Background: an optimization exercise with open tools, aiming at a short achievable clock period and few clock cycles. Do not read the settings as production practice.
RTL that was checked went through simulation tests only; none was proved equivalent to the original.
Only the layout flow was run in run 1; the RTL was not checked for function there.
Power is estimated from default activity; no workload was simulated.

### flow/flow/run.sh
#!/bin/bash
# Layout flow: the standard flow, with the port buffers made from
# sky130_fd_sc_hd__buf_4 instead of the resizer's default choice, which it
# does not resize afterwards.
set -e
export BUFFER_PORTS_ARGS="-buffer_cell sky130_fd_sc_hd__buf_4"
bash standard.sh > standard.log 2>&1
### flow/config.mk
export PLATFORM = sky130hd
export DESIGN_NAME = v33_exec_core
export DESIGN_NICKNAME = v33_exec_core
export VERILOG_FILES = /design/flow/design.v
export SDC_FILE = /design/flow/constraint.sdc
export NUM_CORES = 4
export LEC_CHECK = 0
export ABC_CLOCK_PERIOD_IN_PS = 1500
export CAP_MARGIN = 20
export CORE_MARGIN = 2
export CORE_UTILIZATION = 50
export SETUP_SLACK_MARGIN = 2.4
export SLEW_MARGIN = 20
export TNS_END_PERCENT = 100
### flow/design.v
`default_nettype none
package v33_pkg;
    localparam int WORD_W = 16;
    localparam int BYTE_W = 8;
    typedef struct packed {
        logic [15:0] rmask_rd;    
        logic [7:0]  rmask_ex;    
        logic        rflags;      
        logic        out;         
        logic        out_dw;      
        logic        alu;         
        logic        flag;        
        logic [1:0]  flag_op;     
        logic        wide;        
        logic [2:0]  op;          
        logic [2:0]  dst;         
        logic [2:0]  src;         
        logic        a_reg;       
        logic        b_reg;       
        logic        b_imm;       
        logic        w_en;        
        logic        cvtbw;
        logic        cvtwl;
        logic        psw;
        logic [15:0] imm;
    } q_t;
    localparam int QW = 64;
    typedef struct packed {
        logic [15:0] a_lo;        
        logic [15:0] b_lo;        
        logic [7:0]  a_hi;        
        logic [7:0]  b_hi;        
        logic [15:0] wmask;       
        logic        wflags;      
        logic        out;
        logic        out_dw;
        logic        alu;
        logic        flag;
        logic [1:0]  flag_op;
        logic        wide;
        logic        k_arith;
        logic        k_or;
        logic        k_and;
        logic        k_xor;
        logic        sub;
        logic        use_cin;
        logic        b_imm;
        logic        cvtbw;
        logic        cvtwl;
        logic        psw;
        logic [15:0] imm;
    } rd_t;
    localparam int RW = 98;
endpackage
`default_nettype wire
`timescale 1ns/1ps
`default_nettype none
import v33_pkg::*;
module prefetch_queue #(
    parameter int IQ_DEPTH = 8
) (
    input  logic                       clk,
    input  logic                       reset,
    input  logic [v33_pkg::BYTE_W-1:0] code_byte,
    input  logic                       code_valid,
    output logic                       code_req,
    output logic [v33_pkg::QW-1:0]     head,
    output logic                       head_valid,
    input  logic                       pop
);
    logic       in_v;
    logic [7:0] in_b;
    logic       in_l1;    
    logic       in_l2;    
    logic [2:0] st;       
    logic       s_l2;     
    logic [7:0] s_b0;
    logic [7:0] s_b1;
    logic       complete;
    logic       i_v;
    logic [7:0] i_b0;
    logic [7:0] i_b1;
    logic [7:0] i_b2;
    logic [QW-1:0] dec;
    logic [QW-1:0] mem [IQ_DEPTH];
    logic [IQ_DEPTH-1:0] wsel;    
    logic [IQ_DEPTH-1:0] rsel;    
    logic [IQ_DEPTH-1:0] cnt;     
    logic [IQ_DEPTH-1:0] cnt_next;
    logic [QW-1:0] mem_head;
    logic h_load;    
    function automatic [1:0] ilen(input [7:0] b);
        casez (b)
            8'b00???0??: ilen = 2'd2;
            8'b00???10?: ilen = b[0] ? 2'd3 : 2'd2;
            8'b1011????: ilen = b[3] ? 2'd3 : 2'd2;
            8'he6, 8'he7: ilen = 2'd2;
            default: ilen = 2'd1;
        endcase
    endfunction
    always_ff @(posedge clk) begin
        in_b <= code_byte;
        in_l1 <= ilen(code_byte) == 2'd1;
        in_l2 <= ilen(code_byte) == 2'd2;
        if (reset) begin
            in_v <= 1'b0;
            code_req <= 1'b1;
        end else begin
            in_v <= code_valid && code_req;
            code_req <= !cnt_next[IQ_DEPTH-3];
        end
    end
    assign complete = (st[0] && in_l1) || (st[1] && s_l2) || st[2];
    always_ff @(posedge clk) begin
        if (reset) begin
            st <= 3'b001;
            i_v <= 1'b0;
        end else begin
            if (in_v) begin
                st <= complete ? 3'b001 : {st[1:0], 1'b0};
            end
            i_v <= in_v && complete;
        end
    end
    always_ff @(posedge clk) begin
        if (in_v && st[0]) begin
            s_b0 <= in_b;
            s_l2 <= in_l2;
        end
        if (in_v && st[1]) begin
            s_b1 <= in_b;
        end
        i_b0 <= st[0] ? in_b : s_b0;
        i_b1 <= st[1] ? in_b : s_b1;
        i_b2 <= in_b;
    end
    instruction_decoder u_dec (
        .b0     (i_b0),
        .b1     (i_b1),
        .b2     (i_b2),
        .q_bits (dec)
    );
    always_ff @(posedge clk) begin
        for (int i = 0; i < IQ_DEPTH; i++) begin
            if (i_v && wsel[i]) begin
                mem[i] <= dec;
            end
        end
    end
    assign h_load = (!head_valid || pop) && cnt[0];
    always_comb begin
        if (i_v && !h_load) begin
            cnt_next = {cnt[IQ_DEPTH-2:0], 1'b1};
        end else if (h_load && !i_v) begin
            cnt_next = {1'b0, cnt[IQ_DEPTH-1:1]};
        end else begin
            cnt_next = cnt;
        end
    end
    always_ff @(posedge clk) begin
        if (reset) begin
            wsel <= IQ_DEPTH'(1);
            rsel <= IQ_DEPTH'(1);
            cnt <= '0;
            head_valid <= 1'b0;
        end else begin
            if (i_v) begin
                wsel <= {wsel[IQ_DEPTH-2:0], wsel[IQ_DEPTH-1]};
            end
            if (h_load) begin
                rsel <= {rsel[IQ_DEPTH-2:0], rsel[IQ_DEPTH-1]};
            end
            cnt <= cnt_next;
            if (!head_valid || pop) begin
                head_valid <= cnt[0];
            end
        end
    end
    always_comb begin
        mem_head = '0;
        for (int i = 0; i < IQ_DEPTH; i++) begin
            mem_head = mem_head | ({QW{rsel[i]}} & mem[i]);
        end
    end
    always_ff @(posedge clk) begin
        if (h_load) begin
            head <= mem_head;
        end
    end
endmodule
`default_nettype wire
`timescale 1ns/1ps
`default_nettype none
import v33_pkg::*;
module instruction_decoder (
    input  logic [7:0]              b0,
    input  logic [7:0]              b1,
    input  logic [7:0]              b2,
    output logic [v33_pkg::QW-1:0]  q_bits
);
    function automatic [15:0] lanes_rd(input [2:0] idx, input w);
        lanes_rd = '0;
        if (w) begin
            lanes_rd[idx] = 1'b1;
        end else begin
            lanes_rd[{idx[2], 1'b0, idx[1:0]}] = 1'b1;
        end
    endfunction
    function automatic [7:0] lanes_ex(input [2:0] idx, input w);
        lanes_ex = '0;
        if (w) begin
            lanes_ex[idx] = 1'b1;
        end
    endfunction
    v33_pkg::q_t q;
    logic [2:0] dst;
    logic [2:0] src;
    logic [2:0] op;
    logic w;
    assign q_bits = q;
    assign op = b0[5:3];
    assign w = b0[0];
    assign dst = b0[1] ? b1[5:3] : b1[2:0];
    assign src = b0[1] ? b1[2:0] : b1[5:3];
    always_comb begin
        q = '0;
        q.wide = w;
        q.op = op;
        q.flag_op = {b0[3], b0[0]};
        q.out_dw = b0[3];
        q.imm = w ? {b2, b1} : {8'h00, b1};
        casez (b0)
            8'b00???0??: begin
                if (b1[7:6] == 2'b11) begin
                    q.alu = 1'b1;
                    q.rflags = op == 3'd2 || op == 3'd3;
                    q.rmask_rd = lanes_rd(dst, w) | lanes_rd(src, w);
                    q.rmask_ex = lanes_ex(dst, w) | lanes_ex(src, w);
                    q.dst = dst;
                    q.src = src;
                    q.a_reg = 1'b1;
                    q.b_reg = 1'b1;
                    q.w_en = op != 3'd7;
                end
            end
            8'b00???10?: begin
                q.alu = 1'b1;
                q.rflags = op == 3'd2 || op == 3'd3;
                q.rmask_rd = lanes_rd(3'd0, w);
                q.rmask_ex = lanes_ex(3'd0, w);
                q.dst = 3'd0;
                q.a_reg = 1'b1;
                q.b_imm = 1'b1;
                q.w_en = op != 3'd7;
            end
            8'b1011????: begin
                q.wide = b0[3];
                q.imm = b0[3] ? {b2, b1} : {8'h00, b1};
                q.dst = b0[2:0];
                q.b_imm = 1'b1;
                q.w_en = 1'b1;
            end
            8'hf5, 8'hf8, 8'hf9: begin
                q.flag = 1'b1;
            end
            8'h98: begin
                q.wide = 1'b1;
                q.dst = 3'd0;
                q.rmask_rd = 16'h0001;  
                q.src = 3'd0;
                q.b_reg = 1'b1;  
                q.cvtbw = 1'b1;
                q.w_en = 1'b1;
            end
            8'h99: begin
                q.wide = 1'b1;
                q.dst = 3'd2;
                q.rmask_ex = 8'h01;  
                q.cvtwl = 1'b1;
                q.w_en = 1'b1;
            end
            8'h9f: begin
                q.wide = 1'b0;
                q.dst = 3'd4;  
                q.rflags = 1'b1;
                q.psw = 1'b1;
                q.w_en = 1'b1;
            end
            8'he6, 8'he7, 8'hee, 8'hef: begin
                q.out = 1'b1;
                q.rmask_rd = b0[3] ? 16'h0005 : 16'h0001;
                q.rmask_ex = {5'h00, b0[3], 1'b0, w};
                q.dst = 3'd0;
                q.src = 3'd2;
                q.a_reg = 1'b1;
                q.b_reg = b0[3];
                q.b_imm = !b0[3];
                q.imm = {8'h00, b1};
            end
            default: ;
        endcase
    end
endmodule
`default_nettype wire
`timescale 1ns/1ps
`default_nettype none
import v33_pkg::*;
module operand_stage (
    input  logic                       clk,
    input  logic                       reset,
    input  logic [v33_pkg::QW-1:0]     head,
    input  logic                       head_valid,
    output logic                       pop,
    output logic                       fire,
    output logic [v33_pkg::RW-1:0]     rd_bits,
    output logic [7:0]                 a_n,
    output logic [7:0]                 bs_n,
    output logic [7:0]                 b_hi_n,
    input  logic [15:0]                pg_w1,
    input  logic [7:0]                 pg_w2,
    input  logic [7:0]                 ex1_w2,
    output logic [63:0]                hi_flat,
    input  logic [15:0]                wmask1,
    input  logic [7:0]                 wval1,
    input  logic [7:0]                 wmask2,
    input  logic [7:0]                 wval2
);
    function automatic [7:0] onehot8(input [2:0] idx);
        for (int j = 0; j < 8; j++) begin
            onehot8[j] = idx == 3'(j);
        end
    endfunction
    function automatic [15:0] lo_sel(input [2:0] idx, input w);
        logic [7:0] oh;
        oh = onehot8(idx);
        if (w) begin
            lo_sel = {8'h00, oh};
        end else begin
            lo_sel = {4'h0, oh[7:4], 4'h0, oh[3:0]};
        end
    endfunction
    function automatic [7:0] hi_sel(input [2:0] idx, input w);
        hi_sel = w ? onehot8(idx) : 8'h00;
    endfunction
    function automatic [15:0] lanes(input [2:0] idx, input w);
        lanes = lo_sel(idx, w) | {hi_sel(idx, w), 8'h00};
    endfunction
    logic [7:0] lo [8];
    logic [7:0] hi [8];
    v33_pkg::q_t hd;
    v33_pkg::rd_t nx;
    v33_pkg::rd_t rd;
    logic rd_valid;
    logic [1:0] hz;
    logic [15:0] p_w1;
    logic [7:0] p_w2;
    logic [7:0] pg_w2h;
    logic s3;
    logic s2;
    logic s1;
    logic advance;
    logic [7:0] a_lo;
    logic [7:0] b_lo;
    logic arith;
    logic [7:0] b_x;
    assign hd = head;
    assign rd = rd_bits;
    assign arith = !(hd.op == 3'd1 || hd.op == 3'd4 || hd.op == 3'd6);
    always_comb begin
        nx = '0;
        nx.a_lo = hd.a_reg ? lo_sel(hd.dst, hd.wide) : 16'h0;
        nx.a_hi = hd.a_reg ? hi_sel(hd.dst, hd.wide) : 8'h0;
        nx.b_lo = hd.b_reg ? lo_sel(hd.src, hd.wide || hd.out) : 16'h0;
        nx.b_hi = (hd.b_reg && !hd.cvtbw) ? hi_sel(hd.src, hd.wide || hd.out) : 8'h0;
        nx.wmask = hd.w_en ? lanes(hd.dst, hd.wide) : 16'h0;
        nx.wflags = hd.alu || hd.flag;
        nx.out = hd.out;
        nx.out_dw = hd.out_dw;
        nx.alu = hd.alu;
        nx.flag = hd.flag;
        nx.flag_op = hd.flag_op;
        nx.wide = hd.wide;
        nx.k_arith = hd.alu && arith;
        nx.k_or = !hd.alu || hd.op == 3'd1;
        nx.k_and = hd.alu && hd.op == 3'd4;
        nx.k_xor = hd.alu && hd.op == 3'd6;
        nx.sub = hd.alu && (hd.op == 3'd3 || hd.op == 3'd5 || hd.op == 3'd7);
        nx.use_cin = hd.alu && (hd.op == 3'd2 || hd.op == 3'd3);
        nx.b_imm = hd.b_imm;
        nx.cvtbw = hd.cvtbw;
        nx.cvtwl = hd.cvtwl;
        nx.psw = hd.psw;
        nx.imm = hd.imm;
    end
    assign p_w1 = rd.wide ? {8'h00, rd.wmask[7:0]} : rd.wmask;
    assign p_w2 = rd.wide ? rd.wmask[15:8] : 8'h00;
    assign pg_w2h = pg_w1[15:8] | pg_w2;
    assign s3 = fire && (|(p_w2 & hd.rmask_rd[15:8]));
    assign s2 = (fire && ((|(p_w1 & hd.rmask_rd)) || (|((p_w1[15:8] | p_w2) & hd.rmask_ex))))
        || (|(pg_w2 & hd.rmask_rd[15:8]));
    assign s1 = (fire && ((rd.wflags && hd.rflags) || (rd.out && hd.out)))
        || (|(pg_w1 & hd.rmask_rd)) || (|(pg_w2h & hd.rmask_ex))
        || (|(ex1_w2 & hd.rmask_rd[15:8]));
    assign fire = rd_valid && hz == 2'd0;
    assign advance = hz == 2'd0;
    assign pop = advance && head_valid;
    always_ff @(posedge clk) begin
        if (reset) begin
            rd_valid <= 1'b0;
            hz <= 2'd0;
        end else begin
            if (advance) begin
                rd_valid <= head_valid;
                hz <= !head_valid ? 2'd0 : s3 ? 2'd3 : s2 ? 2'd2 : s1 ? 2'd1 : 2'd0;
            end else begin
                hz <= hz - 2'd1;
            end
        end
    end
    always_ff @(posedge clk) begin
        if (advance) begin
            rd_bits <= nx;
        end
    end
    always_comb begin
        a_lo = {8{|(rd.a_lo & wmask1)}} & wval1;
        b_lo = {8{|(rd.b_lo & wmask1)}} & wval1;
        for (int j = 0; j < 8; j++) begin
            a_lo = a_lo | ({8{rd.a_lo[j] && !wmask1[j]}} & lo[j])
                | ({8{rd.a_lo[8 + j] && !wmask1[8 + j]}} & hi[j]);
            b_lo = b_lo | ({8{rd.b_lo[j] && !wmask1[j]}} & lo[j])
                | ({8{rd.b_lo[8 + j] && !wmask1[8 + j]}} & hi[j]);
        end
    end
    assign b_x = b_lo | ({8{rd.b_imm}} & rd.imm[7:0]);
    assign a_n = a_lo;
    assign bs_n = b_x ^ {8{rd.sub}};
    assign b_hi_n = ({8{rd.b_imm}} & rd.imm[15:8]) | {8{rd.cvtbw && b_lo[7]}};
    always_ff @(posedge clk) begin
        for (int j = 0; j < 8; j++) begin
            if (reset) begin
                lo[j] <= '0;
                hi[j] <= '0;
            end else begin
                if (wmask1[j]) begin
                    lo[j] <= wval1;
                end
                if (wmask1[8 + j]) begin
                    hi[j] <= wval1;  
                end
                if (wmask2[j]) begin
                    hi[j] <= wval2;
                end
            end
        end
    end
    always_comb begin
        for (int j = 0; j < 8; j++) begin
            hi_flat[8 * j +: 8] = hi[j];
        end
    end
endmodule
`default_nettype wire
`timescale 1ns/1ps
`default_nettype none
import v33_pkg::*;
module alu_execute (
    input  logic                       clk,
    input  logic                       reset,
    input  logic                       fire,
    input  logic [v33_pkg::RW-1:0]     rd_bits,
    input  logic [7:0]                 a_n,
    input  logic [7:0]                 bs_n,
    input  logic [7:0]                 b_hi_n,
    input  logic [63:0]                hi_flat,
    output logic [15:0]                pg_w1,
    output logic [7:0]                 pg_w2,
    output logic [7:0]                 ex1_w2,
    output logic [15:0]                wmask1,
    output logic [7:0]                 wval1,
    output logic [7:0]                 wmask2,
    output logic [7:0]                 wval2,
    output logic                       io_write,
    output logic [v33_pkg::WORD_W-1:0] io_addr,
    output logic [v33_pkg::WORD_W-1:0] io_data
);
    function automatic [15:0] prefix(input [7:0] p, input [7:0] g);
        logic [7:0] gg;
        logic [7:0] pp;
        logic [7:0] ng;
        logic [7:0] np;
        gg = g;
        pp = p;
        for (int l = 0; l < 3; l++) begin
            ng = gg;
            np = pp;
            for (int i = 0; i < 8; i++) begin
                if ((i >> l) & 1) begin
                    ng[i] = gg[i] | (pp[i] & gg[((i >> l) << l) - 1]);
                    np[i] = pp[i] & pp[((i >> l) << l) - 1];
                end
            end
            gg = ng;
            pp = np;
        end
        prefix = {pp, gg};
    endfunction
    v33_pkg::rd_t rd;
    logic [7:0] hi [8];
    logic [7:0] a0;
    logic [7:0] bs0;
    logic [7:0] bh0;
    logic [7:0] a_hi_sel0;
    logic [7:0] b_hi_sel0;
    logic wide0;
    logic k_arith0;
    logic k_or0;
    logic k_and0;
    logic k_xor0;
    logic sub0;
    logic use_cin0;
    logic alu0;
    logic flag0;
    logic [1:0] flag_op0;
    logic out0;
    logic cvtwl0;
    logic psw0;
    logic [7:0] cvt0;
    logic [7:0] p0;
    logic [7:0] g0;
    logic [15:0] pre0;
    logic [7:0] a_hi_r;
    logic [7:0] b_hi_r;
    logic [7:0] b_hi_s;
    logic [7:0] p1;
    logic [7:0] g1;
    logic [7:0] gg1;
    logic [7:0] pp1;
    logic [7:0] a_hi1;
    logic [7:0] b_hi1;
    logic [7:0] io_a1;
    logic [7:0] io_b1;
    logic [7:0] io_ah1;
    logic [7:0] io_bh1;
    logic [15:0] m1;
    logic wide1;
    logic k_arith1;
    logic k_or1;
    logic k_and1;
    logic k_xor1;
    logic sub1;
    logic use_cin1;
    logic alu1;
    logic flag1;
    logic [1:0] flag_op1;
    logic out1;
    logic psw1;
    logic cin1;
    logic [8:0] c1;
    logic [7:0] res1;
    logic [7:0] p2n;
    logic [7:0] g2n;
    logic [7:0] p2;
    logic [7:0] g2;
    logic [7:0] gg2;
    logic [7:0] pp2;
    logic c2;
    logic ac2;
    logic wide2;
    logic k_arith2;
    logic k_or2;
    logic k_and2;
    logic k_xor2;
    logic sub2;
    logic alu2;
    logic flag2;
    logic [1:0] flag_op2;
    logic [8:0] cc2;
    logic [7:0] res2;
    logic f_cy;
    logic f_ac;
    logic [15:0] f_res;
    logic f_wide;
    logic f_lazy;
    logic f_z;
    logic f_s;
    logic f_p;
    logic [7:0] psw;
    assign rd = rd_bits;
    always_comb begin
        for (int j = 0; j < 8; j++) begin
            hi[j] = hi_flat[8 * j +: 8];
        end
    end
    always_ff @(posedge clk) begin
        if (reset) begin
            pg_w1 <= '0;
            pg_w2 <= '0;
            alu0 <= 1'b0;
            flag0 <= 1'b0;
            out0 <= 1'b0;
        end else begin
            pg_w1 <= fire ? (rd.wide ? {8'h00, rd.wmask[7:0]} : rd.wmask) : 16'h0;
            pg_w2 <= (fire && rd.wide) ? rd.wmask[15:8] : 8'h0;
            alu0 <= fire && rd.alu;
            flag0 <= fire && rd.flag;
            out0 <= fire && rd.out;
        end
    end
    always_ff @(posedge clk) begin
        a0 <= a_n;
        bs0 <= bs_n;
        bh0 <= b_hi_n;
        a_hi_sel0 <= rd.a_hi;
        b_hi_sel0 <= rd.b_hi;
        wide0 <= rd.wide;
        k_arith0 <= rd.k_arith;
        k_or0 <= rd.k_or;
        k_and0 <= rd.k_and;
        k_xor0 <= rd.k_xor;
        sub0 <= rd.sub;
        use_cin0 <= rd.use_cin;
        flag_op0 <= rd.flag_op;
        cvtwl0 <= rd.cvtwl;
        psw0 <= rd.psw;
    end
    assign cvt0 = {8{cvtwl0 && hi[0][7]}};
    assign p0 = (a0 ^ bs0) | cvt0;
    assign g0 = a0 & bs0;
    assign pre0 = prefix(p0, g0);
    always_comb begin
        a_hi_r = '0;
        b_hi_r = '0;
        for (int j = 0; j < 8; j++) begin
            a_hi_r = a_hi_r | ({8{a_hi_sel0[j]}} & hi[j]);
            b_hi_r = b_hi_r | ({8{b_hi_sel0[j]}} & hi[j]);
        end
    end
    assign b_hi_s = (b_hi_r | bh0 | cvt0) ^ {8{sub0 && wide0}};
    always_ff @(posedge clk) begin
        if (reset) begin
            m1 <= '0;
            ex1_w2 <= '0;
            alu1 <= 1'b0;
            flag1 <= 1'b0;
            out1 <= 1'b0;
        end else begin
            m1 <= pg_w1;
            ex1_w2 <= pg_w2;
            alu1 <= alu0;
            flag1 <= flag0;
            out1 <= out0;
        end
    end
    always_ff @(posedge clk) begin
        p1 <= p0;
        g1 <= g0;
        gg1 <= pre0[7:0];
        pp1 <= pre0[15:8];
        a_hi1 <= a_hi_r;
        b_hi1 <= b_hi_s;
        io_a1 <= a0;
        io_b1 <= bs0;  
        io_ah1 <= a_hi_r;
        io_bh1 <= b_hi_r;
        wide1 <= wide0;
        k_arith1 <= k_arith0;
        k_or1 <= k_or0;
        k_and1 <= k_and0;
        k_xor1 <= k_xor0;
        sub1 <= sub0;
        use_cin1 <= use_cin0;
        flag_op1 <= flag_op0;
        psw1 <= psw0;
    end
    assign f_z = f_lazy && (f_wide ? (f_res == 16'h0) : (f_res[7:0] == 8'h0));
    assign f_s = f_lazy && (f_wide ? f_res[15] : f_res[7]);
    assign f_p = f_lazy && ~^f_res[7:0];
    assign psw = {f_s, f_z, 1'b0, f_ac, 1'b0, f_p, 1'b1, f_cy};
    assign cin1 = sub1 ^ (use_cin1 && f_cy);
    always_comb begin
        c1[0] = cin1;
        for (int i = 0; i < 8; i++) begin
            c1[i + 1] = gg1[i] | (pp1[i] & cin1);
        end
    end
    assign res1 = ({8{k_arith1}} & (p1 ^ c1[7:0]))
        | ({8{k_or1}} & (p1 | g1))
        | ({8{k_and1}} & g1)
        | ({8{k_xor1}} & p1)
        | ({8{psw1}} & psw);
    assign p2n = a_hi1 ^ b_hi1;
    assign g2n = a_hi1 & b_hi1;
    always_ff @(posedge clk) begin
        if (reset) begin
            io_write <= 1'b0;
        end else begin
            io_write <= out1;
        end
        io_addr <= {io_bh1, io_b1};
        io_data <= {io_ah1, io_a1};
    end
    always_ff @(posedge clk) begin
        if (reset) begin
            wmask1 <= '0;
            wmask2 <= '0;
            alu2 <= 1'b0;
            flag2 <= 1'b0;
        end else begin
            wmask1 <= m1;
            wmask2 <= ex1_w2;
            alu2 <= alu1;
            flag2 <= flag1;
        end
    end
    always_ff @(posedge clk) begin
        wval1 <= res1;
        p2 <= p2n;
        g2 <= g2n;
        {pp2, gg2} <= prefix(p2n, g2n);
        c2 <= c1[8];
        ac2 <= c1[4] ^ sub1;
        wide2 <= wide1;
        k_arith2 <= k_arith1;
        k_or2 <= k_or1;
        k_and2 <= k_and1;
        k_xor2 <= k_xor1;
        sub2 <= sub1;
        flag_op2 <= flag_op1;
    end
    always_comb begin
        cc2[0] = c2;
        for (int i = 0; i < 8; i++) begin
            cc2[i + 1] = gg2[i] | (pp2[i] & c2);
        end
    end
    assign res2 = ({8{k_arith2}} & (p2 ^ cc2[7:0]))
        | ({8{k_or2}} & (p2 | g2))
        | ({8{k_and2}} & g2)
        | ({8{k_xor2}} & p2);
    assign wval2 = res2;
    always_ff @(posedge clk) begin
        if (reset) begin
            f_cy <= 1'b0;
            f_ac <= 1'b0;
            f_res <= '0;
            f_wide <= 1'b0;
            f_lazy <= 1'b0;
        end else if (alu2) begin
            f_cy <= k_arith2 && ((wide2 ? cc2[8] : c2) ^ sub2);
            f_ac <= k_arith2 && ac2;
            f_res <= {res2, wval1};
            f_wide <= wide2;
            f_lazy <= 1'b1;
        end else if (flag2) begin
            f_cy <= flag_op2[1] ? flag_op2[0] : !f_cy;
        end
    end
endmodule
`default_nettype wire
`timescale 1ns/1ps
`default_nettype none
import v33_pkg::*;
module v33_exec_core #(
    parameter int IQ_DEPTH = 8
) (
    input  logic                       clk,
    input  logic                       reset,
    input  logic [v33_pkg::BYTE_W-1:0] code_byte,
    input  logic                       code_valid,
    output logic                       code_req,
    output logic                       io_write,
    output logic [v33_pkg::WORD_W-1:0] io_addr,
    output logic [v33_pkg::WORD_W-1:0] io_data
);
    logic [QW-1:0] head;
    logic head_valid;
    logic pop;
    logic fire;
    logic [RW-1:0] rd_bits;
    logic [7:0] a_n;
    logic [7:0] bs_n;
    logic [7:0] b_hi_n;
    logic [63:0] hi_flat;
    logic [15:0] pg_w1;
    logic [7:0] pg_w2;
    logic [7:0] ex1_w2;
    logic [15:0] wmask1;
    logic [7:0] wval1;
    logic [7:0] wmask2;
    logic [7:0] wval2;
    prefetch_queue #(
        .IQ_DEPTH(IQ_DEPTH)
    ) u_queue (
        .clk        (clk),
        .reset      (reset),
        .code_byte  (code_byte),
        .code_valid (code_valid),
        .code_req   (code_req),
        .head       (head),
        .head_valid (head_valid),
        .pop        (pop)
    );
    operand_stage u_operand (
        .clk        (clk),
        .reset      (reset),
        .head       (head),
        .head_valid (head_valid),
        .pop        (pop),
        .fire       (fire),
        .rd_bits    (rd_bits),
        .a_n        (a_n),
        .bs_n       (bs_n),
        .b_hi_n     (b_hi_n),
        .pg_w1      (pg_w1),
        .pg_w2      (pg_w2),
        .ex1_w2     (ex1_w2),
        .hi_flat    (hi_flat),
        .wmask1     (wmask1),
        .wval1      (wval1),
        .wmask2     (wmask2),
        .wval2      (wval2)
    );
    alu_execute u_execute (
        .clk      (clk),
        .reset    (reset),
        .fire     (fire),
        .rd_bits  (rd_bits),
        .a_n      (a_n),
        .bs_n     (bs_n),
        .b_hi_n   (b_hi_n),
        .hi_flat  (hi_flat),
        .pg_w1    (pg_w1),
        .pg_w2    (pg_w2),
        .ex1_w2   (ex1_w2),
        .wmask1   (wmask1),
        .wval1    (wval1),
        .wmask2   (wmask2),
        .wval2    (wval2),
        .io_write (io_write),
        .io_addr  (io_addr),
        .io_data  (io_data)
    );
endmodule
`default_nettype wire
### flow/constraint.sdc
create_clock -name core_clock -period 4.4 [get_ports {clk}]
set_input_delay 0.8800 -clock core_clock [delete_from_list [all_inputs] [get_ports {clk}]]
set_output_delay 0.8800 -clock core_clock [all_outputs]
set_load 0.01 [all_outputs]
### flow/standard.sh
#!/bin/bash
# synth_recipe.tcl (not shown) runs the flow's synth.tcl, then flattens the netlist and writes it again
# the make line also repeats each setting of config.mk as NAME=value (left out here)
make -C /OpenROAD-flow-scripts/flow DESIGN_CONFIG=/design/flow/config.mk WORK_HOME=/design/flow/orfs CLKGATE_MAP_FILE= SYNTH_SCRIPT=/design/flow/synth_recipe.tcl "${@:-finish}"
==> results by group, run 1 <==
Detailed routing
  – Detailed Routing Iterations Pass 1: 6
  – Iteration-0 DRC Markers: about 2,500
  – Average wire per standard cell: roughly 27 um
  – Via/cell ratio: 6.12
  – Post-route ant nets: 0
  – Via count: approximately 25,000
  – Routed Wire Length: 109,000 um
  – Drc violations: 0

Timing
  – Worst Skew: 35.1 ps
  – Max Fclk: approximately 450 MHz
  – Total Neg Setup Slack: 0 ps
  – Fin Hold WS: between 300 and 400 ps
  – Worst slew margin: approximately 29%
  – RSZ-0062 raised after global routing: yes
  – Max-slew violations: 0
  – Final period util: 51.0%
  – Final Hold Fails: 0
  – Worst Tran Pin Value: between 1000 and 1500 ps
  – Period minus WS final: roughly 2200 ps
  – Setup-failing EPs final: 0

GRT
  – GRT met2 Usage: a little under half
  – Remaining Overflow, GRT: 0
  – First-pass GRT wire length: 161,000 um
  – Largest net degree at the start of global routing: 101
  – Most Used Layer, Global Route: met2
  – Grt met3 use: around 3.2%
  – GR Util met1: between 30 and 40%
  – GRT Overall Usage: between 20% and 30%
  – Initial antenna violation count: 3
  – Vias in the first global route: about 25,000

Worst hold path
  – Hold Crit Depth: 1
  – Min-Delay Path Class: input pin to register
  – Hold Startpoint: code_byte[0]
  – Worst Hold End: u_queue.in_b[0]$_DFF_P_

Yosys
  – Compound-cell area share of the yosys netlist: between 10% and 20%
  – Syn Nets: 2,926
  – Cells after Synth: just under 3,000
  – Main combinational cell family by area after synthesis: compound AO/OA/AOI/OAI gates
  – Synth warn: 8
  – Synth Register Bits: around 1,100
  – Share of synthesized area spent on multiplexers: roughly 2.5%
  – Seq/Total Area, Yosys: between 70% and 80%
  – Synth async-reset ratio: 0%
  – Syn_area_per_cell: between 10 and 15 um2
  – Synth Area in XOR/XNOR: less than 1%
  – Most common flop cell mapped by yosys: edfxtp_1
  – Synth unique cells: 67
  – Post-Synth Simple-Gate Area: under 10%
  – Post-synth EDFFs: 611
  – Post-synthesis cell area: ~40,000 um2
  – Adder and majority cell fraction of the synthesized area: less than 1%

Critical path
  – R2r setup slk: roughly 2200 ps
  – Endpoint class of the critical path: register
  – R2R cell count: 2
  – Worst Path Arrival: around 2600 ps
  – Crit Path Max Fanout: 26
  – FF-to-FF Start: u_queue.i_v$_SDFF_PP0_
  – Kind of critical path: register to register
  – Setup crit start kind: register
  – R2R Path End: u_queue.mem[5][53]$_DFFE_PP_
  – WP data required: ~4700 ps

Layout
  – Final Net Count: around 2,900
  – Layout cells sized above 1: between 10% and 20%
  – FF/Latch Area: around 29,000 um2
  – Area grow syn2layout: 14.9%
  – Most frequent cells in the layout: 611 x edfxtp_1, 442 x dfxtp_1, 347 x a22oi_1
  – Most common cell after layout, fill and taps aside: edfxtp_1
  – Area occupied by multi-input gates: roughly 11,000 um2
  – Fin area: 45,900 um2
  – Fill count: ~6,200

Placement
  – Area after DPL: around 41,000 um2
  – Final HPWL DP: 70,200 um
  – IO buf count: 44
  – GPL Wtd Cong: roughly 0.95

Floorplan
  – Die H: 287 um
  – Die Span X: between 200 and 300 um
  – Row count: 103
  – Starting Density: 50.6%
  – Core Area: ~80,000 um2
  – I/O pin count: 45
  – Die area: between 80,000 and 90,000 um2

Outcome
  – Outcome: finished clean

Clocking
  – Clock Tree Buf Depth: 3
  – Clock Sinks: roughly 1,100
  – Inserted Clock Buffers: 114
  – Hold-fix buffers, CTS: 0
  – Skew-Pair Late Insertion Delay: ~690 ps
  – CTS tree: yes
  – # H-tree levels: 3
  – Worst-path clk slew: ~60 ps
  – Root buf cell: clkbuf_16

Power
  – Pleak: approximately 16 nW
  – Pwr/cell area: roughly 500 nW/um2
  – VDD IR max: slightly above 0.4 mV

Job
  – Max Cap Violations: 0
-- how the worst max path moves through the flow --
stage	from	end	slack [ps]	cells past startpoint
5_1_grt	u_queue.i_v$_SDFF_PP0_	u_queue.mem[0][55]$_DFFE_PP_	2060	2
6_report	u_queue.i_v$_SDFF_PP0_	u_queue.mem[5][53]$_DFFE_PP_	2160	2
3_3_place_gp	u_queue.i_b0[1]$_DFF_P_	u_queue.mem[4][12]$_DFFE_PP_	1920	5
2_1_floorplan	u_operand.hz[0]$_SDFF_PP0_	u_execute.pg_w1[4]$_SDFF_PP0_	1890	5
3_5_place_dp	u_queue.i_b0[1]$_DFF_P_	u_queue.mem[6][40]$_DFFE_PP_	1800	5
4_1_cts	u_queue.i_v$_SDFF_PP0_	u_queue.mem[5][46]$_DFFE_PP_	2140	2
-- state kept, by name, indices dropped and copies added (netlist names), 16 cells and up --
name and cells:
u_operand.lo 64, u_execute.pg_w1 16, u_operand.rd_bits 81, u_execute.wmask1 16, u_execute.io_addr 16, u_operand.hi 64, u_queue.mem 456, u_queue.head 57
u_execute.m1 16, u_execute.io_data 16, u_execute.f_res 16
-- final cells by class --
type | instances | share of cell area [%]
Antenna cell | 1 | 0.00545
Clock buffer | 150 | 6.86
Clock inverter | 67 | 1.74
Inverter | 35 | 0.313
Multi-Input combinational cell | 1529 | 23.6
Sequential cell | 1119 | 62.4
Tap cell | 1050 | 2.86
Timing Repair Buffer | 103 | 2.20
Timing Repair inverter | 1 | 0.0191
-- critical path, cell delays in order (launching register included) --
cell and delay, ps:
dfxtp_1 540, and2_2 830, buf_4 490
-- metal layers --
| metal | routed length, um | vias up | share of wire (%) |
|---|---|---|---|
| li1 | - | 11112 | - |
| met5 | 0 | - | 0 |
| met4 | 5540 | 0 | 5.1 |
| met1 | 43600 | 12488 | 40 |
| met3 | 5670 | 269 | 5.2 |
| met2 | 54400 | 934 | 50 |
-- power by group --
part | switching, mW | internal, mW
Clock | 4.05 | 5.89
Sequential | 0.516 | 11.4
Combinational | 0.789 | 0.442
-- through the flow --
step	setup slack (ps)	power (mW)	util (%)	instances
after detailed placement	1800	13.3	52.2	3819
after global placement	1920	13.3	52.2	3818
final	2160	23.1	58.1	4055
after CTS	2140	23.2	57.8	4047
after floorplan	1890	12.6	-	2891
after global routing	2060	23.8	58.1	4054
-- cell usage after synthesis, types with 29 or more instances --
master / instances / area share [%]
nor2b_1: 144 / 2.3
nor2_1: 177 / 1.7
nor3_1: 34 / 0.43
nand4_1: 78 / 1.2
nand2_1: 62 / 0.58
a221oi_1: 29 / 0.64
edfxtp_1: 611 / 46
a22oi_1: 349 / 6.6
clkbuf_1: 172 / 1.6
a21oi_1: 53 / 0.66
nand3_1: 33 / 0.41
mux2i_1: 80 / 2.0
a211oi_1: 143 / 2.7
dfxtp_1: 508 / 25
inv_1: 33 / 0.31
and2_1: 44 / 0.69
-- cells by family (layout without fill, tap and decap cells) --
logic type / after synthesis / in the layout
simple gates: 643 / 644
other cells: 0 / 1
buf+inv: 244 / 356
fa+ha+maj: 24 / 24
mux: 98 / 98
xor+xnor: 36 / 36
compound gates: 727 / 727
flops: 1119 / 1119
-- what timing repair did --
action                     4_1_cts  5_1_grt
gates resized for setup        129       60
buffers inserted                 9        7
pin swaps                        5        1
setup endpoints to repair      623      517
gates cloned                     2        0
==> run 2: changes to the inputs <==
--- a/flow/design.v
+++ b/flow/design.v
@@ -107,7 +107,7 @@
             code_req <= 1'b1;
         end else begin
             in_v <= code_valid && code_req;
-            code_req <= !cnt_next[IQ_DEPTH-3];
+            code_req <= !cnt_next[IQ_DEPTH-4];
         end
     end
     assign complete = (st[0] && in_l1) || (st[1] && s_l2) || st[2];
@@ -142,8 +142,8 @@
     );
     always_ff @(posedge clk) begin
         for (int i = 0; i < IQ_DEPTH; i++) begin
-            if (i_v && wsel[i]) begin
-                mem[i] <= dec;
+            if (wsel[i]) begin
+                mem[i] <= dec;  
             end
         end
     end
--- a/flow/config.mk
+++ b/flow/config.mk
@@ -8,7 +8,7 @@
 export ABC_CLOCK_PERIOD_IN_PS = 1500
 export CAP_MARGIN = 20
 export CORE_MARGIN = 2
-export CORE_UTILIZATION = 50
+export CORE_UTILIZATION = 65
 export SETUP_SLACK_MARGIN = 2.4
 export SLEW_MARGIN = 20
 export TNS_END_PERCENT = 100
==> run 2 against run 1 <==
Against the previous run: setup slack gained 250 ps; still clean; clock power shrank 7.6%; sequential power is essentially flat; final cell count shrank 7.0%; die area shrank 23%.
==> results by group, run 2 <==
Critical path
  – Kind of critical path: register to output port
  – FF-to-FF Start: u_queue.rsel[1]$_SDFFE_PP0P_
  – Crit Path Max Fanout: 2 (-92%)
  – R2R cell count: 2 (unchanged)
  – R2R Path End: u_queue.head[31]$_DFFE_PP_
  – Critical path origin: u_queue.code_req$_SDFF_PP1_
  – Crit path buf inv count: 1 (unchanged)
  – Slowest stage cell on the critical path: dfxtp_2
  – R2r setup slk: 2410 ps (+250 ps)
  – Worst setup path end: code_req
  – Max incr delay on CP: 350 ps (-480 ps)
  – WP data required: 3520 ps (-1210 ps)
  – Setup crit start kind: register
  – Top Family by Delay on Critical Path: flip-flops
  – Crit-path cells: buf_6
  – Critical Path Stages: 1 (-1)
  – Endpoint class of the critical path: output port
  – Worst Path Arrival: 1120 ps (-1450 ps)

Yosys
  – Main combinational cell family by area after synthesis: compound AO/OA/AOI/OAI gates
  – Cells after Synth: 2,896 (+0.17%)
  – Syn_area_per_cell: 13.8 um2 (-0.44%)
  – Share of the synthesized area in the top cell type: 46.1% (+0.13 points)
  – Seq/Total Area, Yosys: 71.6% (+0.20 points)
  – Synth unique cells: 58 (-13%)
  – Area leader, netlist: edfxtp_1
  – Synth Register Bits: 1,119 (unchanged)
  – Post-synth EDFFs: 611 (unchanged)
  – Synth cell count leaders: 611 x edfxtp_1, 508 x dfxtp_1, 328 x a22oi_1
  – Synth warn: 8 (unchanged)
  – Synth async-reset ratio: 0% (unchanged)
  – Compound-cell area share of the yosys netlist: 13.5% (-0.19 points)
  – Post-synthesis cell area: 39,800 um2 (-0.27%)
  – Cell with the most instances after synthesis: edfxtp_1
  – Synth Area in XOR/XNOR: 0.769% (-0.020 points)
  – Share of synthesized area spent on multiplexers: 2.49% (-0.018 points)
  – Adder and majority cell fraction of the synthesized area: 0.754% (+0.0021 points)
  – Post-Synth Simple-Gate Area: 8.47% (-0.030 points)
  – Syn Nets: 2,931 (+0.17%)
  – Most area-consuming cells after synthesis: edfxtp_1 46%, dfxtp_1 26%, a22oi_1 6.2%
  – Most common flop cell mapped by yosys: edfxtp_1

Floorplan
  – Die Span X: 252 um (-12%)
  – Die H: 252 um (-12%)
  – I/O pin count: 45 (unchanged)
  – Starting Density: 65.9% (+15 points)
  – Core Area: 60,500 um2 (-23%)
  – Die area: 63,300 um2 (-23%)
  – Row count: 90 (-13%)

Timing
  – Max Fclk: 501 MHz (+12%)
  – RSZ-0062 raised after global routing: yes
  – Final WS setup: 2400 ps (+247 ps)
  – Setup-failing EPs final: 0 (unchanged)
  – Worst Tran Pin Value: 1130 ps (+55.0 ps)
  – Period minus WS final: 2000 ps (-247 ps)
  – Worst Skew: 28.3 ps (-6.79 ps)
  – Worst slew margin: 24.8% (-3.8 points)
  – Final Hold Fails: 0 (unchanged)
  – Final period util: 45.4% (-5.6 points)
  – Total Neg Setup Slack: 0 ps (unchanged)
  – Max-slew violations: 0 (unchanged)

Clocking
  – Inserted Clock Buffers: 106 (-7.0%)
  – Hold-fix buffers, CTS: 0 (unchanged)
  – Clock Tree Buf Depth: 3 (unchanged)
  – Root buf cell: clkbuf_16
  – Skew-Pair Late Insertion Delay: 670 ps (-20 ps)
  – CTS tree: yes
  – Clock Sinks: 1,119 (unchanged)
  – # H-tree levels: 3 (unchanged)
  – Worst-path clk slew: 60 ps (about the same)

Power
  – Logic pwr share: 5.3% (about the same)
  – Switching Fraction: 23.2% (-0.035 points)
  – VDD IR max: 0.423 mV (+4.1%)
  – Net Switching: 5.19 mW (-3.3%)
  – Pwr/cell area: 497 nW/um2 (-1.4%)
  – Clock power share: 41.0% (-2.0 points)
  – Total chip power: 22.4 mW (-3.1%)
  – Reg power frac: 53.7% (+2.1 points)
  – Pleak: 15.9 nW (+0.85%)
  – Internal power: 17.2 mW (-3.1%)

Job
  – Max Cap Violations: 0 (unchanged)

Layout
  – Final Net Count: 2,929 (-0.31%)
  – Area occupied by multi-input gates: 10,800 um2 (about the same)
  – Post-layout util: 74.6% (+16 points)
  – Fill count: 3,724 (-40%)
  – Layout cells sized above 1: 14.9% (-0.92 points)
  – Max reg flops: 456 (unchanged)
  – Fin cells: 3,771 (-7.0%)
  – Largest registers: u_queue.mem x456, u_operand.rd_bits x81
  – Biggest register: u_queue.mem
  – Most common cell after layout, fill and taps aside: edfxtp_1
  – FF/Latch Area: 28,700 um2 (about the same)
  – Area grow syn2layout: 13.2%
  – Most frequent cells in the layout: 611 x edfxtp_1, 440 x dfxtp_1, 322 x a22oi_1

Placement
  – DP Cell Count: 3,544 (-7.2%)
  – DP Worst Slack: 1720 ps (-82.9 ps)
  – GPL Wtd Cong: 0.971 (+2.0%)
  – IO buf count: 44 (unchanged)
  – Final HPWL DP: 63,400 um (-9.7%)

Detailed routing
  – Drc violations: 0 (unchanged)
  – Via/cell ratio: 6.69 (+9.3%)
  – Average wire per standard cell: 27.5 um (+2.1%)
  – Via count: 25,217 (+1.7%)
  – Detailed Routing Iterations Pass 1: 6 (unchanged)
  – Routed Wire Length: 104,000 um (-5.1%)
  – Post-route ant nets: 0 (unchanged)
  – Iteration-0 DRC Markers: 3,066 (+24%)

GRT
  – First-pass GRT wire length: 153,000 um (-5.0%)
  – Remaining Overflow, GRT: 0 (unchanged)
  – Largest net degree at the start of global routing: 123 (+22%)
  – Vias in the first global route: 24,561 (-1.7%)
  – GRT Overall Usage: 32.4% (+6.1 points)
  – Initial antenna violation count: 5 (+2)

Worst hold path
  – Min-Delay Path Class: register to register

Outcome
  – Outcome: finished clean
[run 2: power by group through the flow]
stage | sequential, mW | clock [mW] | combinational (mW)
2_1_floorplan | 11.8 | 0 | 0.837
3_3_place_gp | 12.2 | 0 | 1.06
3_5_place_dp | 12.2 | 0 | 1.08
4_1_cts | 12.0 | 9.28 | 1.13
5_1_grt | 12.0 | 9.67 | 1.27
6_report | 12.0 | 9.19 | 1.19
[run 2: how the worst min path moves through the flow]
stage                                          endpoint                     startpoint  depth (start not counted)  slack (ps)
after floorplan           u_execute.flag_op1[0]$_DFF_P_  u_execute.flag_op0[0]$_DFF_P_                          0         310
after global routing            u_queue.in_b[0]$_DFF_P_                   code_byte[0]                          1         310
after global placement    u_execute.io_addr[13]$_DFF_P_    u_execute.io_bh1[5]$_DFF_P_                          0         310
after CTS                       u_queue.in_b[0]$_DFF_P_                   code_byte[0]                          1         290
final                      u_execute.io_data[4]$_DFF_P_     u_execute.io_a1[4]$_DFF_P_                          0         320
after detailed placement   u_execute.io_data[4]$_DFF_P_     u_execute.io_a1[4]$_DFF_P_                          0         310
[run 2: cells by family (layout without fill, tap and decap cells)]
| family | after synthesis | count (layout) |
|---|---|---|
| simple gates | 651 | 652 |
| compound gates | 719 | 719 |
| flops | 1119 | 1119 |
| other cells | 0 | 1 |
| fa+ha+maj | 24 | 24 |
| xor+xnor | 35 | 35 |
| mux | 97 | 97 |
| buf+inv | 251 | 342 |
[run 2: routing by layer]
| layer | GRT usage [%] | vias to the layer above | wire length [um] |
|---|---|---|---|
| li1 | - | 11051 | - |
| met1 | 41.6 | 12403 | 39100 |
| met2 | 53.9 | 1423 | 50300 |
| met3 | 5.41 | 334 | 8570 |
| met4 | 16.2 | 6 | 5650 |
| met5 | 0 | - | 47 |
[run 2: layout make-up]
cell class / count / share of cell area (%)
multi-input cells: 1527 / 24.0
repair buffers: 98 / 1.98
flip-flops and latches: 1119 / 63.5
clock buffers: 143 / 6.44
repair inverters: 1 / 0.0194
well taps: 782 / 2.17
inverters: 41 / 0.374
diodes: 1 / 0.00555
clock inverters: 59 / 1.51
[run 2: metrics by stage]
stage	area (um2)	hold slack (ps)
finish	45100	322
global route	45100	305
CTS	44700	293
detailed placement	40700	312
global placement	40700	310
floorplan	39900	310
[run 2: worst reg2reg max path, stage by stage (launching register included)]
cell     delay, ps
dfxtp_4        940
a22oi_1        340
nand4_1        430
[run 2: timing repair]
| item | CTS | global route |
|---|---|---|
| endpoints found under the setup margin | 426 | 354 |
| gates cloned | 1 | 1 |
| setup buffers | 3 | 19 |
| resized for setup | 137 | 71 |
| pin swaps | 4 | 8 |
Testbench counts of run 2, summed over its fixed seeds: cycles 44,863.
==> run 3: changes to the inputs <==
--- a/flow/design.v
+++ b/flow/design.v
@@ -3,9 +3,6 @@
     localparam int WORD_W = 16;
     localparam int BYTE_W = 8;
     typedef struct packed {
-        logic [15:0] rmask_rd;    
-        logic [7:0]  rmask_ex;    
-        logic        rflags;      
         logic        out;         
         logic        out_dw;      
         logic        alu;         
@@ -24,7 +21,14 @@
         logic        psw;
         logic [15:0] imm;
     } q_t;
-    localparam int QW = 64;
+    localparam int QW = 39;
+    typedef struct packed {
+        logic [15:0] rmask_rd;    
+        logic [7:0]  rmask_ex;    
+        logic        rflags;      
+        q_t          q;
+    } h_t;
+    localparam int HW = 64;
     typedef struct packed {
         logic [15:0] a_lo;        
         logic [15:0] b_lo;        
@@ -64,7 +68,7 @@
     input  logic [v33_pkg::BYTE_W-1:0] code_byte,
     input  logic                       code_valid,
     output logic                       code_req,
-    output logic [v33_pkg::QW-1:0]     head,
+    output logic [v33_pkg::HW-1:0]     head,
     output logic                       head_valid,
     input  logic                       pop
 );
@@ -88,6 +92,11 @@
     logic [IQ_DEPTH-1:0] cnt;     
     logic [IQ_DEPTH-1:0] cnt_next;
     logic [QW-1:0] mem_head;
+    v33_pkg::q_t mq;
+    v33_pkg::h_t hn;
+    logic [7:0] d_oh;
+    logic [7:0] s_oh;
+    logic wb;
     logic h_load;    
     function automatic [1:0] ilen(input [7:0] b);
         casez (b)
@@ -182,9 +191,25 @@
             mem_head = mem_head | ({QW{rsel[i]}} & mem[i]);
         end
     end
+    assign mq = mem_head;
+    assign wb = mq.wide || mq.out;
+    always_comb begin
+        for (int j = 0; j < 8; j++) begin
+            d_oh[j] = mq.a_reg && mq.dst == 3'(j);
+            s_oh[j] = mq.b_reg && mq.src == 3'(j);
+        end
+    end
+    always_comb begin
+        hn.q = mq;
+        hn.rmask_rd = mq.wide ? {8'h00, d_oh} : {4'h0, d_oh[7:4], 4'h0, d_oh[3:0]};
+        hn.rmask_rd = hn.rmask_rd | (wb ? {8'h00, s_oh} : {4'h0, s_oh[7:4], 4'h0, s_oh[3:0]});
+        hn.rmask_ex = (mq.wide ? d_oh : 8'h00) | ((wb && !mq.cvtbw) ? s_oh : 8'h00)
+            | {7'h00, mq.cvtwl};  
+        hn.rflags = (mq.alu && (mq.op == 3'd2 || mq.op == 3'd3)) || mq.psw;
+    end
     always_ff @(posedge clk) begin
         if (h_load) begin
-            head <= mem_head;
+            head <= hn;
         end
     end
 endmodule
@@ -198,20 +223,6 @@
     input  logic [7:0]              b2,
     output logic [v33_pkg::QW-1:0]  q_bits
 );
-    function automatic [15:0] lanes_rd(input [2:0] idx, input w);
-        lanes_rd = '0;
-        if (w) begin
-            lanes_rd[idx] = 1'b1;
-        end else begin
-            lanes_rd[{idx[2], 1'b0, idx[1:0]}] = 1'b1;
-        end
-    endfunction
-    function automatic [7:0] lanes_ex(input [2:0] idx, input w);
-        lanes_ex = '0;
-        if (w) begin
-            lanes_ex[idx] = 1'b1;
-        end
-    endfunction
     v33_pkg::q_t q;
     logic [2:0] dst;
     logic [2:0] src;
@@ -233,9 +244,6 @@
             8'b00???0??: begin
                 if (b1[7:6] == 2'b11) begin
                     q.alu = 1'b1;
-                    q.rflags = op == 3'd2 || op == 3'd3;
-                    q.rmask_rd = lanes_rd(dst, w) | lanes_rd(src, w);
-                    q.rmask_ex = lanes_ex(dst, w) | lanes_ex(src, w);
                     q.dst = dst;
                     q.src = src;
                     q.a_reg = 1'b1;
@@ -245,9 +253,6 @@
             end
             8'b00???10?: begin
                 q.alu = 1'b1;
-                q.rflags = op == 3'd2 || op == 3'd3;
-                q.rmask_rd = lanes_rd(3'd0, w);
-                q.rmask_ex = lanes_ex(3'd0, w);
                 q.dst = 3'd0;
                 q.a_reg = 1'b1;
                 q.b_imm = 1'b1;
@@ -265,8 +270,7 @@
             end
             8'h98: begin
                 q.wide = 1'b1;
-                q.dst = 3'd0;
-                q.rmask_rd = 16'h0001;  
+                q.dst = 3'd0;  
                 q.src = 3'd0;
                 q.b_reg = 1'b1;  
                 q.cvtbw = 1'b1;
@@ -274,22 +278,18 @@
             end
             8'h99: begin
                 q.wide = 1'b1;
-                q.dst = 3'd2;
-                q.rmask_ex = 8'h01;  
+                q.dst = 3'd2;  
                 q.cvtwl = 1'b1;
                 q.w_en = 1'b1;
             end
             8'h9f: begin
                 q.wide = 1'b0;
                 q.dst = 3'd4;  
-                q.rflags = 1'b1;
                 q.psw = 1'b1;
                 q.w_en = 1'b1;
             end
             8'he6, 8'he7, 8'hee, 8'hef: begin
                 q.out = 1'b1;
-                q.rmask_rd = b0[3] ? 16'h0005 : 16'h0001;
-                q.rmask_ex = {5'h00, b0[3], 1'b0, w};
                 q.dst = 3'd0;
                 q.src = 3'd2;
                 q.a_reg = 1'b1;
@@ -308,7 +308,7 @@
 module operand_stage (
     input  logic                       clk,
     input  logic                       reset,
-    input  logic [v33_pkg::QW-1:0]     head,
+    input  logic [v33_pkg::HW-1:0]     head,
     input  logic                       head_valid,
     output logic                       pop,
     output logic                       fire,
@@ -347,6 +347,7 @@
     endfunction
     logic [7:0] lo [8];
     logic [7:0] hi [8];
+    v33_pkg::h_t hh;
     v33_pkg::q_t hd;
     v33_pkg::rd_t nx;
     v33_pkg::rd_t rd;
@@ -363,7 +364,8 @@
     logic [7:0] b_lo;
     logic arith;
     logic [7:0] b_x;
-    assign hd = head;
+    assign hh = head;
+    assign hd = hh.q;
     assign rd = rd_bits;
     assign arith = !(hd.op == 3'd1 || hd.op == 3'd4 || hd.op == 3'd6);
     always_comb begin
@@ -395,12 +397,12 @@
     assign p_w1 = rd.wide ? {8'h00, rd.wmask[7:0]} : rd.wmask;
     assign p_w2 = rd.wide ? rd.wmask[15:8] : 8'h00;
     assign pg_w2h = pg_w1[15:8] | pg_w2;
-    assign s3 = fire && (|(p_w2 & hd.rmask_rd[15:8]));
-    assign s2 = (fire && ((|(p_w1 & hd.rmask_rd)) || (|((p_w1[15:8] | p_w2) & hd.rmask_ex))))
-        || (|(pg_w2 & hd.rmask_rd[15:8]));
-    assign s1 = (fire && ((rd.wflags && hd.rflags) || (rd.out && hd.out)))
-        || (|(pg_w1 & hd.rmask_rd)) || (|(pg_w2h & hd.rmask_ex))
-        || (|(ex1_w2 & hd.rmask_rd[15:8]));
+    assign s3 = fire && (|(p_w2 & hh.rmask_rd[15:8]));
+    assign s2 = (fire && ((|(p_w1 & hh.rmask_rd)) || (|((p_w1[15:8] | p_w2) & hh.rmask_ex))))
+        || (|(pg_w2 & hh.rmask_rd[15:8]));
+    assign s1 = (fire && ((rd.wflags && hh.rflags) || (rd.out && hd.out)))
+        || (|(pg_w1 & hh.rmask_rd)) || (|(pg_w2h & hh.rmask_ex))
+        || (|(ex1_w2 & hh.rmask_rd[15:8]));
     assign fire = rd_valid && hz == 2'd0;
     assign advance = hz == 2'd0;
     assign pop = advance && head_valid;
@@ -773,7 +775,7 @@
     output logic [v33_pkg::WORD_W-1:0] io_addr,
     output logic [v33_pkg::WORD_W-1:0] io_data
 );
-    logic [QW-1:0] head;
+    logic [HW-1:0] head;
     logic head_valid;
     logic pop;
     logic fire;
==> run 3 against run 2 <==
Against the previous run: clock skew fell by 6.3 ps; final cell count fell by 9.4%; core utilization fell by 0.38 points; register-to-register slack barely moved; critical path depth did not move; fmax barely moved; critical path type unchanged; largest power group unchanged.
==> results by group, run 3 <==
Timing
  – Setup-failing EPs final: 0 (unchanged)
  – RSZ-0062 raised after global routing: yes
  – Worst Skew: 22.0 ps (-6.34 ps)
  – Worst slew margin: 27.4% (+2.6 points)
  – Final Hold Fails: 0 (unchanged)
  – Fin Hold WS: 326 ps (+3.73 ps)
  – Total Neg Setup Slack: 0 ps (unchanged)
  – Worst Tran Pin Value: 1090 ps (-39.6 ps)
  – Max-slew violations: 0 (unchanged)
  – Final period util: 45.4% (about the same)
  – Max Fclk: 501 MHz (about the same)
  – Period minus WS final: 2000 ps (+0.880 ps)

Critical path
  – Setup crit start kind: register
  – Kind of critical path: register to output port
  – Top Family by Delay on Critical Path: flip-flops
  – Slowest stage cell on the critical path: dfxtp_2
  – WP data required: 3520 ps (about the same)
  – Crit-path cells: buf_6
  – R2R Path End: u_operand.hz[0]$_SDFF_PP0_
  – Max incr delay on CP: 360 ps (about the same)
  – FF-to-FF Start: u_operand.hz[1]$_SDFF_PP0_
  – R2r setup slk: 2410 ps (about the same)
  – Endpoint class of the critical path: output port
  – Crit Path Max Fanout: 1 (-1)
  – Crit path buf inv count: 1 (unchanged)
  – R2R cell count: 6 (+4)
  – Worst Path Arrival: 1120 ps (about the same)

GRT
  – Initial antenna violation count: 3 (-2)
  – GR Util met1: 43.2% (+1.6 points)
  – Grt met3 use: 6.46% (+1.1 points)
  – First-pass GRT wire length: 136,000 um (-11%)
  – Remaining Overflow, GRT: 0 (unchanged)
  – Vias in the first global route: 21,962 (-11%)
  – Largest net degree at the start of global routing: 134 (+8.9%)
  – GRT Overall Usage: 33.8% (+1.3 points)
  – Most Used Layer, Global Route: met2
  – GRT met2 Usage: 55.0% (+1.1 points)

Layout
  – Max reg flops: 296 (-35%)
  – Most frequent cells in the layout: 468 x dfxtp_1, 452 x edfxtp_1, 237 x a22oi_1
  – Final Net Count: 2,681 (-8.5%)
  – Most common cell after layout, fill and taps aside: dfxtp_1
  – Largest registers: u_queue.mem x296, u_operand.rd_bits x81
  – Fin area: 38,800 um2 (-14%)
  – Biggest register: u_queue.mem
  – Layout cells sized above 1: 13.5% (-1.4 points)
  – # diodes: 0 (-1)
  – Fin cells: 3,415 (-9.4%)
  – Area grow syn2layout: 13.2% (about the same)

Yosys
  – Share of the synthesized area in the top cell type: 39.6% (-6.5 points)
  – Syn_area_per_cell: 13.0 um2 (-5.2%)
  – Cell with the most instances after synthesis: dfxtp_1
  – Cells after Synth: 2,629 (-9.2%)
  – Syn Nets: 2,664 (-9.1%)
  – Area leader, netlist: edfxtp_1
  – Synth warn: 8 (unchanged)
  – Most area-consuming cells after synthesis: edfxtp_1 40%, dfxtp_1 30%, a22oi_1 5.2%
  – Post-synth EDFFs: 452 (-26%)
  – Synth async-reset ratio: 0% (unchanged)
  – Synth unique cells: 59 (+1.7%)
  – Synth Register Bits: 960 (-14%)
  – Seq/Total Area, Yosys: 69.2% (-2.4 points)
  – Synth cell count leaders: 508 x dfxtp_1, 452 x edfxtp_1, 238 x a22oi_1
  – Most common flop cell mapped by yosys: dfxtp_1
  – Post-synthesis cell area: 34,300 um2 (-14%)

Worst hold path
  – Hold Startpoint: u_execute.io_b1[3]$_DFF_P_
  – Hold Crit Depth: 0 (unchanged)
  – Min-Delay Path Class: register to register
  – Worst Hold End: u_execute.io_addr[3]$_DFF_P_

Placement
  – GPL Wtd Cong: 0.969 (-0.16%)
  – Final HPWL DP: 59,100 um (-6.8%)
  – DP Cell Count: 3,207 (-9.5%)
  – Area after DPL: 35,000 um2 (-14%)
  – IO buf count: 44 (unchanged)

Floorplan
  – Die Span X: 234 um (-7.1%)
  – Die area: 54,600 um2 (-14%)
  – Starting Density: 65.5% (-0.35 points)
  – Core Area: 52,300 um2 (-13%)
  – I/O pin count: 45 (unchanged)
  – Die H: 234 um (-7.1%)
  – Row count: 84 (-6.7%)

Power
  – Total chip power: 19.7 mW (-12%)
  – Pwr/cell area: 508 nW/um2 (+2.3%)
  – VDD IR max: 0.490 mV (+16%)
  – Pleak: 14.0 nW (-12%)

Detailed routing
  – Average wire per standard cell: 26.9 um (-2.0%)
  – Via/cell ratio: 6.61 (-1.1%)
  – Routed Wire Length: 92,000 um (-11%)
  – Via count: 22,583 (-10%)
  – Iteration-0 DRC Markers: 2,574 (-16%)
  – Drc violations: 0 (unchanged)
  – Detailed Routing Iterations Pass 1: 8 (+2)
  – Post-route ant nets: 0 (unchanged)

Job
  – Max Cap Violations: 0 (unchanged)

Clocking
  – Root buf cell: clkbuf_16
  – # H-tree levels: 3 (unchanged)
  – CTS tree: yes
  – Hold-fix buffers, CTS: 0 (unchanged)
  – Inserted Clock Buffers: 94 (-11%)
  – Skew-Pair Late Insertion Delay: 650 ps (-20 ps)
  – Worst-path clk slew: 60 ps (about the same)
  – Clock Tree Buf Depth: 3 (unchanged)
  – Clock Sinks: 960 (-14%)

Outcome
  – Outcome: finished clean
==> run 3: changes by cell type after synthesis, sizes merged, moves of 10 or more <==
| cell | delta |
|---|---|
| a21oi | +11 |
| a22oi | -90 |
| mux2i | -15 |
| edfxtp | -159 |
| clkbuf | -34 |
| nand4 | -21 |
| buf | +10 |
==> run 3: metrics by stage <==
stage	setup WS (ps)	utilization, %
after floorplan	2290	-
after global placement	1780	67.0
after detailed placement	1730	67.0
after CTS	2370	73.7
after global routing	2370	74.2
final	2400	74.2
==> run 3: timing repair <==
| item | 4_1_cts | 5_1_grt |
|---|---|---|
| gates resized for setup | 73 | 39 |
| pin swaps | 5 | 9 |
| endpoints found under the hold margin | 0 | 0 |
| gates cloned | 1 | 0 |
| buffers inserted | 11 | 19 |
| setup endpoints to repair | 206 | 246 |
==> run 3: metal layers <==
layer | vias up | wire length, um
li1 | 9956 | -
met1 | 11096 | 35700
met5 | - | 13
met4 | 2 | 4970
met2 | 1225 | 44000
met3 | 304 | 7320
==> run 3: cell type report <==
class                      count  area, um2
fill                        3268      13500
inverter                      43        174
timing repair inverter         1       8.76
timing repair buffer         106        878
multi-input combinational   1440       9860
sequential                   960      23800
clock inverter                48        586
clock buffer                 129       2640
tap                          688        861
==> run 3: logic make-up (layout without fill, tap and decap cells) <==
| kind of cell | count (synthesis) | after routing | share of synthesized area, % |
|---|---|---|---|
| DFF | 960 | 960 | 69.2 |
| muxes | 80 | 80 | 2.39 |
| buffers and inverters | 229 | 327 | 2.63 |
| adders and majority gates | 24 | 24 | 0.876 |
| AOI/OAI and AO/OA | 661 | 661 | 14.3 |
| xor gates and xnor gates | 35 | 35 | 0.894 |
| and+or+nand+nor | 640 | 640 | 9.71 |
==> run 3: how the worst max path moves through the flow <==
| stage | cells after the start | from | slack [ps] | to |
|---|---|---|---|---|
| 2_1_floorplan | 4 | u_operand.hz[0]$_SDFF_PP0_ | 2290 | u_operand.hz[1]$_SDFF_PP0_ |
| 3_3_place_gp | 6 | u_execute.wmask1[1]$_SDFF_PP0_ | 1780 | u_execute.bh0[7]$_DFF_P_ |
| 3_5_place_dp | 6 | u_execute.wmask1[1]$_SDFF_PP0_ | 1730 | u_execute.bh0[1]$_DFF_P_ |
| 4_1_cts | 1 | u_execute.io_write$_SDFF_PP0_ | 2370 | io_write |
| 5_1_grt | 1 | u_execute.io_write$_SDFF_PP0_ | 2370 | io_write |
| 6_report | 1 | u_execute.io_write$_SDFF_PP0_ | 2400 | io_write |
==> run 3: worst register-to-register path, cell delays in order, from the launching register on <==
cell	delay [ps]
dfxtp_2	370
or3b_2	620
a21oi_2	230
inv_1	80
o221ai_2	250
nor2_1	100
o31a_1	240
==> run 3: power by group <==
group	switching (mW)	total [mW]	leakage (nW)	internal [mW]
logic	0.796	1.20	3.86	0.408
registers	0.480	10.3	8.59	9.79
clock network	3.38	8.25	1.58	4.87
total	4.65	19.7	14.0	15.1
Testbench counts of run 3, summed over its fixed seeds: cycles 44,863.

-- separate check: timing with driven ports --
In the flow no input, the clock included, has a driving cell. The finished layouts below were timed again as built, in two steps.
Step 1, drivers: a clkbuf_16 drives clk and a buf_2 each remaining input, both assumed.
Step 2, shift: input delay + t, output delay - t, t = (earliest + latest rising clock arrival at the registers) / 2. This alone moves slack from input paths to output paths.
Slacks: no drivers / after step 1 / after step 2; pairs: no drivers / after step 1.
run	shift t [ns]	setup WS [ns]	worst register clock-pin slew, ns	worst slew at a driven data input, ns
run 1	0.736	2.157 / 2.157 / 2.132	0.07 / 0.07	0.04
run 2	0.726	2.404 / 2.338 / 1.868	0.07 / 0.07	0.04
run 3	0.700	2.404 / 2.342 / 1.992	0.06 / 0.06	0.04
After both steps setup and hold are still met in every run listed. The setup slack of run 2, which loses most, moves by -0.066 ns with the drivers and by -0.536 ns with both steps.
